From an optimization exercise on the open Yosys and OpenROAD flow, aimed at small area and a short achievable clock period; shortcuts taken in it are not production practice.
Function was checked by simulation only, so behaviour that the tests miss may differ from the original.
Power is estimated from default activity; no workload was simulated.

==> run Z <==
==> flow/design.v <==
package llr_pkg;
    localparam int MSG_W    = 6;
    localparam int MAG_W    = MSG_W - 1;
    localparam int IDX_W    = 3;
    localparam int MAX_COLS = 8;
    localparam int REC_W    = 2 * MAG_W + IDX_W + MAX_COLS;
endpackage
package row_ctrl_pkg;
    localparam int LAYER_W = 2;
    localparam int ADDR_W  = 5;
endpackage
module check_msg_mem (
    input  logic        clk,
    input  logic        rst_n,
    input  logic [9:0]  rd_grp,     
    input  logic [3:0]  rd_sub,     
    output logic [4:0]  rd_min1,
    output logic [4:0]  rd_min2,
    output logic [7:0]  rd_hit,
    output logic [7:0]  rd_sgn,
    input  logic [9:0]  wr_grp,     
    input  logic [3:0]  wr_sub,
    input  logic [20:0] wr_data
);
    logic [20:0] mem  [0:39];
    logic [39:0] wrt;
    logic [39:0] rsel;
    logic [39:0] wsel;
    logic [20:0] rd;
    logic        rd_wrt;
    for (genvar r = 0; r < 40; r++)
    begin : g_sel
        assign rsel[r] = rd_grp[r / 4] & rd_sub[r % 4];
        assign wsel[r] = wr_grp[r / 4] & wr_sub[r % 4];
    end
    always_ff @(posedge clk)
    begin
        for (int r = 0; r < 40; r++)
        begin
            mem[r] <= (mem[r] & {21{~wsel[r]}}) | (wr_data & {21{wsel[r]}});
            wrt[r] <= rst_n & (wrt[r] | wsel[r]);
        end
    end
    always_comb
    begin
        rd     = '0;
        rd_wrt = 1'b0;
        for (int r = 0; r < 40; r++)
        begin
            rd     = rd | (mem[r] & {21{rsel[r]}});
            rd_wrt = rd_wrt | (wrt[r] & rsel[r]);
        end
    end
    assign rd_min1 = rd[20:16] & {5{rd_wrt}};
    assign rd_min2 = rd[15:11] & {5{rd_wrt}};
    assign rd_sgn  = rd[7:0];
    for (genvar i = 0; i < 8; i++)
    begin : g_hit
        assign rd_hit[i] = (rd[10:8] == i);
    end
endmodule
module check_msg_recover (
    input  logic [4:0]  min1,
    input  logic [4:0]  min2,
    input  logic        hit,        
    input  logic        sg,         
    input  logic [5:0]  l,
    output logic [6:0]  t
);
    logic [4:0] m;
    logic [6:0] b;
    logic [7:0] s;
    assign m = hit ? min2 : min1;
    assign b = sg ? {2'b00, m} : ~{2'b00, m};
    assign s = {l[5], l, 1'b1} + {b, ~sg};
    assign t = s[7:1];
endmodule
module q_sign_mag (
    input  logic [6:0]  t,
    output logic        neg,
    output logic [4:0]  mag
);
    logic [5:0] tn;
    logic [5:0] a;
    assign neg = t[6];
    assign tn  = ~t[5:0] + 6'd1;
    assign a   = t[6] ? tn : t[5:0];
    assign mag = a[5] ? 5'd31 : a[4:0];
endmodule
module min_sum_merge #(
    parameter int IW = 1
) (
    input  logic [4:0]    a1,
    input  logic [4:0]    a2,
    input  logic [IW-1:0] ai,
    input  logic [4:0]    b1,
    input  logic [4:0]    b2,
    input  logic [IW-1:0] bi,
    output logic [4:0]    m1,
    output logic [4:0]    m2,
    output logic [IW:0]   mi
);
    logic c;
    assign c  = b1 < a1;
    assign m1 = c ? b1 : a1;
    assign mi = c ? {1'b1, bi} : {1'b0, ai};
    assign m2 = c ? ((a1 < b2) ? a1 : b2) : ((b1 < a2) ? b1 : a2);
endmodule
module min_sum_pairs (
    input  logic [39:0] mag,
    output logic [3:0]  lt
);
    for (genvar j = 0; j < 4; j++)
    begin : g_lt
        assign lt[j] = mag[5*(2*j+1) +: 5] < mag[5*(2*j) +: 5];
    end
endmodule
module min_sum_quads (
    input  logic [39:0] mag,
    input  logic [3:0]  lt,
    output logic [9:0]  h1,         
    output logic [9:0]  h2,
    output logic [3:0]  hi
);
    logic [4:0] p1 [0:3];
    logic [4:0] p2 [0:3];
    for (genvar j = 0; j < 4; j++)
    begin : g_pair
        assign p1[j] = lt[j] ? mag[5*(2*j+1) +: 5] : mag[5*(2*j) +: 5];
        assign p2[j] = lt[j] ? mag[5*(2*j) +: 5]   : mag[5*(2*j+1) +: 5];
    end
    for (genvar k = 0; k < 2; k++)
    begin : g_quad
        min_sum_merge #(.IW(1)) u_m (
            .a1 (p1[2*k]),   .a2 (p2[2*k]),   .ai (lt[2*k]),
            .b1 (p1[2*k+1]), .b2 (p2[2*k+1]), .bi (lt[2*k+1]),
            .m1 (h1[5*k +: 5]), .m2 (h2[5*k +: 5]), .mi (hi[2*k +: 2])
        );
    end
endmodule
module llr_update (
    input  logic        neg,
    input  logic [4:0]  mag,
    input  logic [4:0]  min1,
    input  logic [4:0]  min2,
    input  logic        hit,        
    input  logic        par,
    output logic        s,
    output logic [4:0]  a
);
    logic [4:0] x;
    logic [4:0] b;
    logic [6:0] ys;
    assign x  = hit ? min2 : mag;
    assign b  = par ? ~min1 : min1;
    assign ys = {1'b0, x, 1'b1} + {1'b0, b, par};
    assign a  = (!par && ys[6]) ? 5'd31 : ys[5:1];
    assign s  = neg ^ (par & hit);
endmodule
module llr_twos (
    input  logic        s,
    input  logic [4:0]  a,
    output logic [5:0]  o
);
    assign o = s ? -{1'b0, a} : {1'b0, a};
endmodule
module siso_row_unit (
    input  logic        clk,
    input  logic        rst_n,
    input  logic        req_valid,
    input  logic        req_layer,
    input  logic [4:0]  req_addr,
    input  logic [47:0] llr_in,
    output logic        rsp_valid,
    output logic        rsp_layer,
    output logic [4:0]  rsp_addr,
    output logic [47:0] llr_out
);
    logic        v    [1:8];
    logic        lay  [1:8];
    logic [4:0]  addr [1:8];
    logic [9:0]  rgrp1, wgrp6;
    logic [3:0]  rsub1, wsub6;
    logic [47:0] l1, l2;
    logic [4:0]  rm1, rm2, rm1_2, rm2_2;
    logic [7:0]  rhit, rsgn, rhit_2, rsgn_2;
    logic [55:0] t, t3;
    logic [7:0]  neg, neg4, neg5, neg6;
    logic [39:0] mag, mag4, mag5, mag6;
    logic [3:0]  lt, lt4;
    logic [9:0]  h1, h2, h1_5, h2_5;
    logic [3:0]  hi, hi_5;
    logic [4:0]  min1, min2, min1_6, min2_6;
    logic [2:0]  idx, idx6;
    logic        par6;
    logic [7:0]  s, s7;
    logic [39:0] a, a7;
    logic [47:0] o;
    always_ff @(posedge clk)
    begin
        v[1]    <= rst_n & req_valid;
        lay[1]  <= req_layer;
        addr[1] <= req_addr;
        for (int k = 2; k <= 8; k++)
        begin
            v[k]    <= rst_n & v[k-1];
            lay[k]  <= lay[k-1];
            addr[k] <= addr[k-1];
        end
    end
    always_ff @(posedge clk)
    begin
        for (int g = 0; g < 10; g++)
        begin
            rgrp1[g] <= (req_layer == (g / 5)) && (req_addr[4:2] == (g % 5));
            wgrp6[g] <= rst_n && v[5] && (lay[5] == (g / 5)) && (addr[5][4:2] == (g % 5));
        end
        for (int b = 0; b < 4; b++)
        begin
            rsub1[b] <= (req_addr[1:0] == b);
            wsub6[b] <= (addr[5][1:0] == b);
        end
    end
    check_msg_mem u_mem (
        .clk      (clk),
        .rst_n    (rst_n),
        .rd_grp   (rgrp1),
        .rd_sub   (rsub1),
        .rd_min1  (rm1),
        .rd_min2  (rm2),
        .rd_hit   (rhit),
        .rd_sgn   (rsgn),
        .wr_grp   (wgrp6),
        .wr_sub   (wsub6),
        .wr_data  ({min1_6, min2_6, idx6, neg6 ^ {8{par6}}})
    );
    always_ff @(posedge clk)
    begin
        l1     <= llr_in;
        l2     <= l1;
        rm1_2  <= rm1;
        rm2_2  <= rm2;
        rhit_2 <= rhit;
        rsgn_2 <= rsgn;
    end
    for (genvar i = 0; i < 8; i++)
    begin : g_rec
        check_msg_recover u_rec (
            .min1 (rm1_2),
            .min2 (rm2_2),
            .hit  (rhit_2[i]),
            .sg   (rsgn_2[i]),
            .l    (l2[6*i +: 6]),
            .t    (t[7*i +: 7])
        );
    end
    always_ff @(posedge clk)
        t3 <= t;
    for (genvar i = 0; i < 8; i++)
    begin : g_q
        q_sign_mag u_q (
            .t   (t3[7*i +: 7]),
            .neg (neg[i]),
            .mag (mag[5*i +: 5])
        );
    end
    min_sum_pairs u_pairs (
        .mag (mag),
        .lt  (lt)
    );
    always_ff @(posedge clk)
    begin
        neg4 <= neg;
        mag4 <= mag;
        lt4  <= lt;
    end
    min_sum_quads u_quads (
        .mag (mag4),
        .lt  (lt4),
        .h1  (h1),
        .h2  (h2),
        .hi  (hi)
    );
    always_ff @(posedge clk)
    begin
        neg5 <= neg4;
        mag5 <= mag4;
        h1_5 <= h1;
        h2_5 <= h2;
        hi_5 <= hi;
    end
    min_sum_merge #(.IW(2)) u_row (
        .a1 (h1_5[4:0]), .a2 (h2_5[4:0]), .ai (hi_5[1:0]),
        .b1 (h1_5[9:5]), .b2 (h2_5[9:5]), .bi (hi_5[3:2]),
        .m1 (min1),    .m2 (min2),    .mi (idx)
    );
    always_ff @(posedge clk)
    begin
        neg6   <= neg5;
        mag6   <= mag5;
        min1_6 <= min1;
        min2_6 <= min2;
        idx6   <= idx;
        par6   <= ^neg5;
    end
    for (genvar i = 0; i < 8; i++)
    begin : g_upd
        llr_update u_upd (
            .neg  (neg6[i]),
            .mag  (mag6[5*i +: 5]),
            .min1 (min1_6),
            .min2 (min2_6),
            .hit  (idx6 == i),
            .par  (par6),
            .s    (s[i]),
            .a    (a[5*i +: 5])
        );
    end
    always_ff @(posedge clk)
    begin
        s7 <= s;
        a7 <= a;
    end
    for (genvar i = 0; i < 8; i++)
    begin : g_out
        llr_twos u_twos (
            .s (s7[i]),
            .a (a7[5*i +: 5]),
            .o (o[6*i +: 6])
        );
    end
    always_ff @(posedge clk)
    begin
        if (rst_n && v[7])
            llr_out <= o;
        else
            llr_out <= '0;
    end
    assign rsp_valid = v[8];
    assign rsp_layer = lay[8];
    assign rsp_addr  = addr[8];
endmodule
module ldpc_row_top (
    input  logic        clk,
    input  logic        rst_n,
    input  logic        req_valid,
    input  logic [1:0]  req_layer,
    input  logic [4:0]  req_addr,
    input  logic [47:0] llr_in,
    output logic        rsp_valid,
    output logic [1:0]  rsp_layer,
    output logic [4:0]  rsp_addr,
    output logic [47:0] llr_out
);
    logic rsp_layer0;
    siso_row_unit u_row (
        .clk       (clk),
        .rst_n     (rst_n),
        .req_valid (req_valid),
        .req_layer (req_layer[0]),
        .req_addr  (req_addr),
        .llr_in    (llr_in),
        .rsp_valid (rsp_valid),
        .rsp_layer (rsp_layer0),
        .rsp_addr  (rsp_addr),
        .llr_out   (llr_out)
    );
    assign rsp_layer = {1'b0, rsp_layer0};
endmodule
==> flow/run.sh <==
#!/bin/bash
# synth_recipe.tcl (not shown) runs the flow's synth.tcl, then flattens the netlist and writes it again
# the make line also repeats each setting of config.mk as NAME=value (left out here)
make -C /OpenROAD-flow-scripts/flow DESIGN_CONFIG=/design/flow/config.mk WORK_HOME=/design/flow/orfs CLKGATE_MAP_FILE= SYNTH_SCRIPT=/design/flow/synth_recipe.tcl finish
==> flow/config.mk <==
export PLATFORM = sky130hd
export DESIGN_NAME = ldpc_row_top
export DESIGN_NICKNAME = ldpc_row_top
export VERILOG_FILES = /design/flow/design.v
export SDC_FILE = /design/flow/constraint.sdc
export NUM_CORES = 4
export LEC_CHECK = 0
export CAP_MARGIN = 20
export CORE_MARGIN = 2
export CORE_UTILIZATION = 40
export SETUP_SLACK_MARGIN = 3.5
export SLEW_MARGIN = 20
==> flow/constraint.sdc <==
create_clock -name core_clock -period 6.0 [get_ports {clk}]
set_input_delay 1.2000 -clock core_clock [delete_from_list [all_inputs] [get_ports {clk}]]
set_output_delay 1.2000 -clock core_clock [all_outputs]
set_load 0.01 [all_outputs]
==> run P (differences from run Z) <==
--- a/flow/design.v
+++ b/flow/design.v
@@ -13,17 +13,16 @@
     input  logic        clk,
     input  logic        rst_n,
-    input  logic [9:0]  rd_grp,     
-    input  logic [3:0]  rd_sub,     
+    input  logic [39:0] rd_sel,     
     output logic [4:0]  rd_min1,
     output logic [4:0]  rd_min2,
     output logic [7:0]  rd_hit,
     output logic [7:0]  rd_sgn,
+    output logic        rd_written,
     input  logic [9:0]  wr_grp,     
-    input  logic [3:0]  wr_sub,
+    input  logic [3:0]  wr_sub,     
     input  logic [20:0] wr_data
 );
     logic [20:0] mem  [0:39];
     logic [39:0] wrt;
-    logic [39:0] rsel;
     logic [39:0] wsel;
     logic [20:0] rd;
@@ -31,5 +30,4 @@
     for (genvar r = 0; r < 40; r++)
     begin : g_sel
-        assign rsel[r] = rd_grp[r / 4] & rd_sub[r % 4];
         assign wsel[r] = wr_grp[r / 4] & wr_sub[r % 4];
     end
@@ -48,11 +46,12 @@
         for (int r = 0; r < 40; r++)
         begin
-            rd     = rd | (mem[r] & {21{rsel[r]}});
-            rd_wrt = rd_wrt | (wrt[r] & rsel[r]);
+            rd     = rd | (mem[r] & {21{rd_sel[r]}});
+            rd_wrt = rd_wrt | (wrt[r] & rd_sel[r]);
         end
     end
-    assign rd_min1 = rd[20:16] & {5{rd_wrt}};
-    assign rd_min2 = rd[15:11] & {5{rd_wrt}};
-    assign rd_sgn  = rd[7:0];
+    assign rd_min1    = rd[20:16];
+    assign rd_min2    = rd[15:11];
+    assign rd_sgn     = rd[7:0];
+    assign rd_written = rd_wrt;
     for (genvar i = 0; i < 8; i++)
     begin : g_hit
@@ -61,4 +60,5 @@
 endmodule
 module check_msg_recover (
+    input  logic        written,    
     input  logic [4:0]  min1,
     input  logic [4:0]  min2,
@@ -71,5 +71,5 @@
     logic [6:0] b;
     logic [7:0] s;
-    assign m = hit ? min2 : min1;
+    assign m = ({5{written & hit}} & min2) | ({5{written & ~hit}} & min1);
     assign b = sg ? {2'b00, m} : ~{2'b00, m};
     assign s = {l[5], l, 1'b1} + {b, ~sg};
@@ -140,21 +140,28 @@
 endmodule
 module llr_update (
-    input  logic        neg,
-    input  logic [4:0]  mag,
-    input  logic [4:0]  min1,
+    input  logic [7:0]  neg,
+    input  logic [39:0] mag,
+    input  logic [4:0]  b,          
     input  logic [4:0]  min2,
-    input  logic        hit,        
+    input  logic [2:0]  idx,
     input  logic        par,
-    output logic        s,
-    output logic [4:0]  a
+    output logic [7:0]  s,
+    output logic [39:0] a
 );
+    logic [6:0] xs;
     logic [4:0] x;
-    logic [4:0] b;
-    logic [6:0] ys;
-    assign x  = hit ? min2 : mag;
-    assign b  = par ? ~min1 : min1;
-    assign ys = {1'b0, x, 1'b1} + {1'b0, b, par};
-    assign a  = (!par && ys[6]) ? 5'd31 : ys[5:1];
-    assign s  = neg ^ (par & hit);
+    assign xs = {1'b0, min2, 1'b1} + {1'b0, b, par};
+    assign x  = (!par && xs[6]) ? 5'd31 : xs[5:1];
+    for (genvar i = 0; i < 8; i++)
+    begin : g_col
+        logic [6:0] ys;
+        logic [4:0] y;
+        logic       hit;
+        assign hit = (idx == i);
+        assign ys  = {1'b0, mag[5*i +: 5], 1'b1} + {1'b0, b, par};
+        assign y   = (!par && ys[6]) ? 5'd31 : ys[5:1];
+        assign a[5*i +: 5] = hit ? x : y;
+        assign s[i]        = neg[i] ^ (par & hit);
+    end
 endmodule
 module llr_twos (
@@ -180,9 +187,11 @@
     logic        lay  [1:8];
     logic [4:0]  addr [1:8];
-    logic [9:0]  rgrp1, wgrp6;
-    logic [3:0]  rsub1, wsub6;
+    logic [39:0] rsel1;
+    logic [9:0]  wgrp6;
+    logic [3:0]  wsub6;
     logic [47:0] l1, l2;
     logic [4:0]  rm1, rm2, rm1_2, rm2_2;
     logic [7:0]  rhit, rsgn, rhit_2, rsgn_2;
+    logic        rwrt, rwrt_2;
     logic [55:0] t, t3;
     logic [7:0]  neg, neg4, neg5, neg6;
@@ -191,5 +200,5 @@
     logic [9:0]  h1, h2, h1_5, h2_5;
     logic [3:0]  hi, hi_5;
-    logic [4:0]  min1, min2, min1_6, min2_6;
+    logic [4:0]  min1, min2, b6, min2_6;
     logic [2:0]  idx, idx6;
     logic        par6;
@@ -211,27 +220,23 @@
     always_ff @(posedge clk)
     begin
+        for (int r = 0; r < 40; r++)
+            rsel1[r] <= (req_layer == (r / 20)) && (req_addr == (r % 20));
         for (int g = 0; g < 10; g++)
-        begin
-            rgrp1[g] <= (req_layer == (g / 5)) && (req_addr[4:2] == (g % 5));
             wgrp6[g] <= rst_n && v[5] && (lay[5] == (g / 5)) && (addr[5][4:2] == (g % 5));
-        end
         for (int b = 0; b < 4; b++)
-        begin
-            rsub1[b] <= (req_addr[1:0] == b);
             wsub6[b] <= (addr[5][1:0] == b);
-        end
     end
     check_msg_mem u_mem (
         .clk      (clk),
         .rst_n    (rst_n),
-        .rd_grp   (rgrp1),
-        .rd_sub   (rsub1),
+        .rd_sel   (rsel1),
         .rd_min1  (rm1),
         .rd_min2  (rm2),
         .rd_hit   (rhit),
         .rd_sgn   (rsgn),
+        .rd_written (rwrt),
         .wr_grp   (wgrp6),
         .wr_sub   (wsub6),
-        .wr_data  ({min1_6, min2_6, idx6, neg6 ^ {8{par6}}})
+        .wr_data  ({b6 ^ {5{par6}}, min2_6, idx6, neg6 ^ {8{par6}}})
     );
     always_ff @(posedge clk)
@@ -243,8 +248,10 @@
         rhit_2 <= rhit;
         rsgn_2 <= rsgn;
+        rwrt_2 <= rwrt;
     end
     for (genvar i = 0; i < 8; i++)
     begin : g_rec
         check_msg_recover u_rec (
+            .written (rwrt_2),
             .min1 (rm1_2),
             .min2 (rm2_2),
@@ -299,22 +306,19 @@
         neg6   <= neg5;
         mag6   <= mag5;
-        min1_6 <= min1;
+        b6     <= min1 ^ {5{^neg5}};
         min2_6 <= min2;
         idx6   <= idx;
         par6   <= ^neg5;
     end
-    for (genvar i = 0; i < 8; i++)
-    begin : g_upd
-        llr_update u_upd (
-            .neg  (neg6[i]),
-            .mag  (mag6[5*i +: 5]),
-            .min1 (min1_6),
-            .min2 (min2_6),
-            .hit  (idx6 == i),
-            .par  (par6),
-            .s    (s[i]),
-            .a    (a[5*i +: 5])
-        );
-    end
+    llr_update u_upd (
+        .neg  (neg6),
+        .mag  (mag6),
+        .b    (b6),
+        .min2 (min2_6),
+        .idx  (idx6),
+        .par  (par6),
+        .s    (s),
+        .a    (a)
+    );
     always_ff @(posedge clk)
     begin
--- a/flow/config.mk
+++ b/flow/config.mk
@@ -8,5 +8,8 @@
 export CAP_MARGIN = 20
 export CORE_MARGIN = 2
-export CORE_UTILIZATION = 40
-export SETUP_SLACK_MARGIN = 3.5
+export CORE_UTILIZATION = 60
+export CTS_CLUSTER_DIAMETER = 80
+export CTS_CLUSTER_SIZE = 25
+export SETUP_SLACK_MARGIN = 3.6
 export SLEW_MARGIN = 20
+export TNS_END_PERCENT = 30
==> run X (differences from run Z) <==
--- a/flow/design.v
+++ b/flow/design.v
@@ -13,17 +13,16 @@
     input  logic        clk,
     input  logic        rst_n,
-    input  logic [9:0]  rd_grp,     
-    input  logic [3:0]  rd_sub,     
+    input  logic [39:0] rd_sel,     
     output logic [4:0]  rd_min1,
     output logic [4:0]  rd_min2,
     output logic [7:0]  rd_hit,
     output logic [7:0]  rd_sgn,
+    output logic        rd_written,
     input  logic [9:0]  wr_grp,     
-    input  logic [3:0]  wr_sub,
+    input  logic [3:0]  wr_sub,     
     input  logic [20:0] wr_data
 );
     logic [20:0] mem  [0:39];
     logic [39:0] wrt;
-    logic [39:0] rsel;
     logic [39:0] wsel;
     logic [20:0] rd;
@@ -31,5 +30,4 @@
     for (genvar r = 0; r < 40; r++)
     begin : g_sel
-        assign rsel[r] = rd_grp[r / 4] & rd_sub[r % 4];
         assign wsel[r] = wr_grp[r / 4] & wr_sub[r % 4];
     end
@@ -48,11 +46,12 @@
         for (int r = 0; r < 40; r++)
         begin
-            rd     = rd | (mem[r] & {21{rsel[r]}});
-            rd_wrt = rd_wrt | (wrt[r] & rsel[r]);
+            rd     = rd | (mem[r] & {21{rd_sel[r]}});
+            rd_wrt = rd_wrt | (wrt[r] & rd_sel[r]);
         end
     end
-    assign rd_min1 = rd[20:16] & {5{rd_wrt}};
-    assign rd_min2 = rd[15:11] & {5{rd_wrt}};
-    assign rd_sgn  = rd[7:0];
+    assign rd_min1    = rd[20:16];
+    assign rd_min2    = rd[15:11];
+    assign rd_sgn     = rd[7:0];
+    assign rd_written = rd_wrt;
     for (genvar i = 0; i < 8; i++)
     begin : g_hit
@@ -61,4 +60,5 @@
 endmodule
 module check_msg_recover (
+    input  logic        written,    
     input  logic [4:0]  min1,
     input  logic [4:0]  min2,
@@ -71,5 +71,5 @@
     logic [6:0] b;
     logic [7:0] s;
-    assign m = hit ? min2 : min1;
+    assign m = ({5{written & hit}} & min2) | ({5{written & ~hit}} & min1);
     assign b = sg ? {2'b00, m} : ~{2'b00, m};
     assign s = {l[5], l, 1'b1} + {b, ~sg};
@@ -140,21 +140,28 @@
 endmodule
 module llr_update (
-    input  logic        neg,
-    input  logic [4:0]  mag,
-    input  logic [4:0]  min1,
+    input  logic [7:0]  neg,
+    input  logic [39:0] mag,
+    input  logic [4:0]  b,          
     input  logic [4:0]  min2,
-    input  logic        hit,        
+    input  logic [2:0]  idx,
     input  logic        par,
-    output logic        s,
-    output logic [4:0]  a
+    output logic [7:0]  s,
+    output logic [39:0] a
 );
+    logic [6:0] xs;
     logic [4:0] x;
-    logic [4:0] b;
-    logic [6:0] ys;
-    assign x  = hit ? min2 : mag;
-    assign b  = par ? ~min1 : min1;
-    assign ys = {1'b0, x, 1'b1} + {1'b0, b, par};
-    assign a  = (!par && ys[6]) ? 5'd31 : ys[5:1];
-    assign s  = neg ^ (par & hit);
+    assign xs = {1'b0, min2, 1'b1} + {1'b0, b, par};
+    assign x  = (!par && xs[6]) ? 5'd31 : xs[5:1];
+    for (genvar i = 0; i < 8; i++)
+    begin : g_col
+        logic [6:0] ys;
+        logic [4:0] y;
+        logic       hit;
+        assign hit = (idx == i);
+        assign ys  = {1'b0, mag[5*i +: 5], 1'b1} + {1'b0, b, par};
+        assign y   = (!par && ys[6]) ? 5'd31 : ys[5:1];
+        assign a[5*i +: 5] = hit ? x : y;
+        assign s[i]        = neg[i] ^ (par & hit);
+    end
 endmodule
 module llr_twos (
@@ -180,9 +187,11 @@
     logic        lay  [1:8];
     logic [4:0]  addr [1:8];
-    logic [9:0]  rgrp1, wgrp6;
-    logic [3:0]  rsub1, wsub6;
+    logic [39:0] rsel1;
+    logic [9:0]  wgrp6;
+    logic [3:0]  wsub6;
     logic [47:0] l1, l2;
     logic [4:0]  rm1, rm2, rm1_2, rm2_2;
     logic [7:0]  rhit, rsgn, rhit_2, rsgn_2;
+    logic        rwrt, rwrt_2;
     logic [55:0] t, t3;
     logic [7:0]  neg, neg4, neg5, neg6;
@@ -191,5 +200,5 @@
     logic [9:0]  h1, h2, h1_5, h2_5;
     logic [3:0]  hi, hi_5;
-    logic [4:0]  min1, min2, min1_6, min2_6;
+    logic [4:0]  min1, min2, b6, min2_6;
     logic [2:0]  idx, idx6;
     logic        par6;
@@ -211,27 +220,23 @@
     always_ff @(posedge clk)
     begin
+        for (int r = 0; r < 40; r++)
+            rsel1[r] <= (req_layer == (r / 20)) && (req_addr == (r % 20));
         for (int g = 0; g < 10; g++)
-        begin
-            rgrp1[g] <= (req_layer == (g / 5)) && (req_addr[4:2] == (g % 5));
             wgrp6[g] <= rst_n && v[5] && (lay[5] == (g / 5)) && (addr[5][4:2] == (g % 5));
-        end
         for (int b = 0; b < 4; b++)
-        begin
-            rsub1[b] <= (req_addr[1:0] == b);
             wsub6[b] <= (addr[5][1:0] == b);
-        end
     end
     check_msg_mem u_mem (
         .clk      (clk),
         .rst_n    (rst_n),
-        .rd_grp   (rgrp1),
-        .rd_sub   (rsub1),
+        .rd_sel   (rsel1),
         .rd_min1  (rm1),
         .rd_min2  (rm2),
         .rd_hit   (rhit),
         .rd_sgn   (rsgn),
+        .rd_written (rwrt),
         .wr_grp   (wgrp6),
         .wr_sub   (wsub6),
-        .wr_data  ({min1_6, min2_6, idx6, neg6 ^ {8{par6}}})
+        .wr_data  ({b6 ^ {5{par6}}, min2_6, idx6, neg6 ^ {8{par6}}})
     );
     always_ff @(posedge clk)
@@ -243,8 +248,10 @@
         rhit_2 <= rhit;
         rsgn_2 <= rsgn;
+        rwrt_2 <= rwrt;
     end
     for (genvar i = 0; i < 8; i++)
     begin : g_rec
         check_msg_recover u_rec (
+            .written (rwrt_2),
             .min1 (rm1_2),
             .min2 (rm2_2),
@@ -299,22 +306,19 @@
         neg6   <= neg5;
         mag6   <= mag5;
-        min1_6 <= min1;
+        b6     <= min1 ^ {5{^neg5}};
         min2_6 <= min2;
         idx6   <= idx;
         par6   <= ^neg5;
     end
-    for (genvar i = 0; i < 8; i++)
-    begin : g_upd
-        llr_update u_upd (
-            .neg  (neg6[i]),
-            .mag  (mag6[5*i +: 5]),
-            .min1 (min1_6),
-            .min2 (min2_6),
-            .hit  (idx6 == i),
-            .par  (par6),
-            .s    (s[i]),
-            .a    (a[5*i +: 5])
-        );
-    end
+    llr_update u_upd (
+        .neg  (neg6),
+        .mag  (mag6),
+        .b    (b6),
+        .min2 (min2_6),
+        .idx  (idx6),
+        .par  (par6),
+        .s    (s),
+        .a    (a)
+    );
     always_ff @(posedge clk)
     begin
--- a/flow/config.mk
+++ b/flow/config.mk
@@ -8,5 +8,7 @@
 export CAP_MARGIN = 20
 export CORE_MARGIN = 2
-export CORE_UTILIZATION = 40
-export SETUP_SLACK_MARGIN = 3.5
+export CORE_UTILIZATION = 70
+export CTS_CLUSTER_DIAMETER = 80
+export CTS_CLUSTER_SIZE = 25
+export SETUP_SLACK_MARGIN = 3.6
 export SLEW_MARGIN = 20
==> run summary <==
Cell area: run X is smaller than run Z (7.0%).
In register-to-register slack, run P and run Z hardly differ.
Against run Z, the die area of run X is lower by 43%.
Power: run Z > run P > run X.

re-timing with driven ports:
The flow's constraints put no driver on any port. The routed layouts listed below were extracted and timed again, unchanged, in two steps. Step 1, drivers: a clkbuf_16 drives clk and a buf_2 each remaining input, both assumed. Step 2, shift: input delay + t, output delay - t, t = (earliest + latest rising clock arrival at the registers) / 2. This alone moves slack from input paths to output paths. a / b / c = ideal ports / drivers / drivers and shift; a / b = the first two.
| run | shift t [ns] | setup WS [ns] | hold WS [ns] |
|---|---|---|---|
| run Z | 0.843 | 3.491 / 3.491 / 3.008 | 0.307 / 0.307 / 0.307 |
| run P | 0.722 | 3.488 / 3.488 / 3.001 | 0.330 / 0.330 / 0.330 |
| run X | 0.714 | 3.516 / 3.516 / 3.079 | 0.322 / 0.322 / 0.322 |
After both steps every run listed still meets setup and hold. For run P, which loses most, drivers alone change the setup slack by 0.000 ns; drivers and shift together by -0.487 ns.
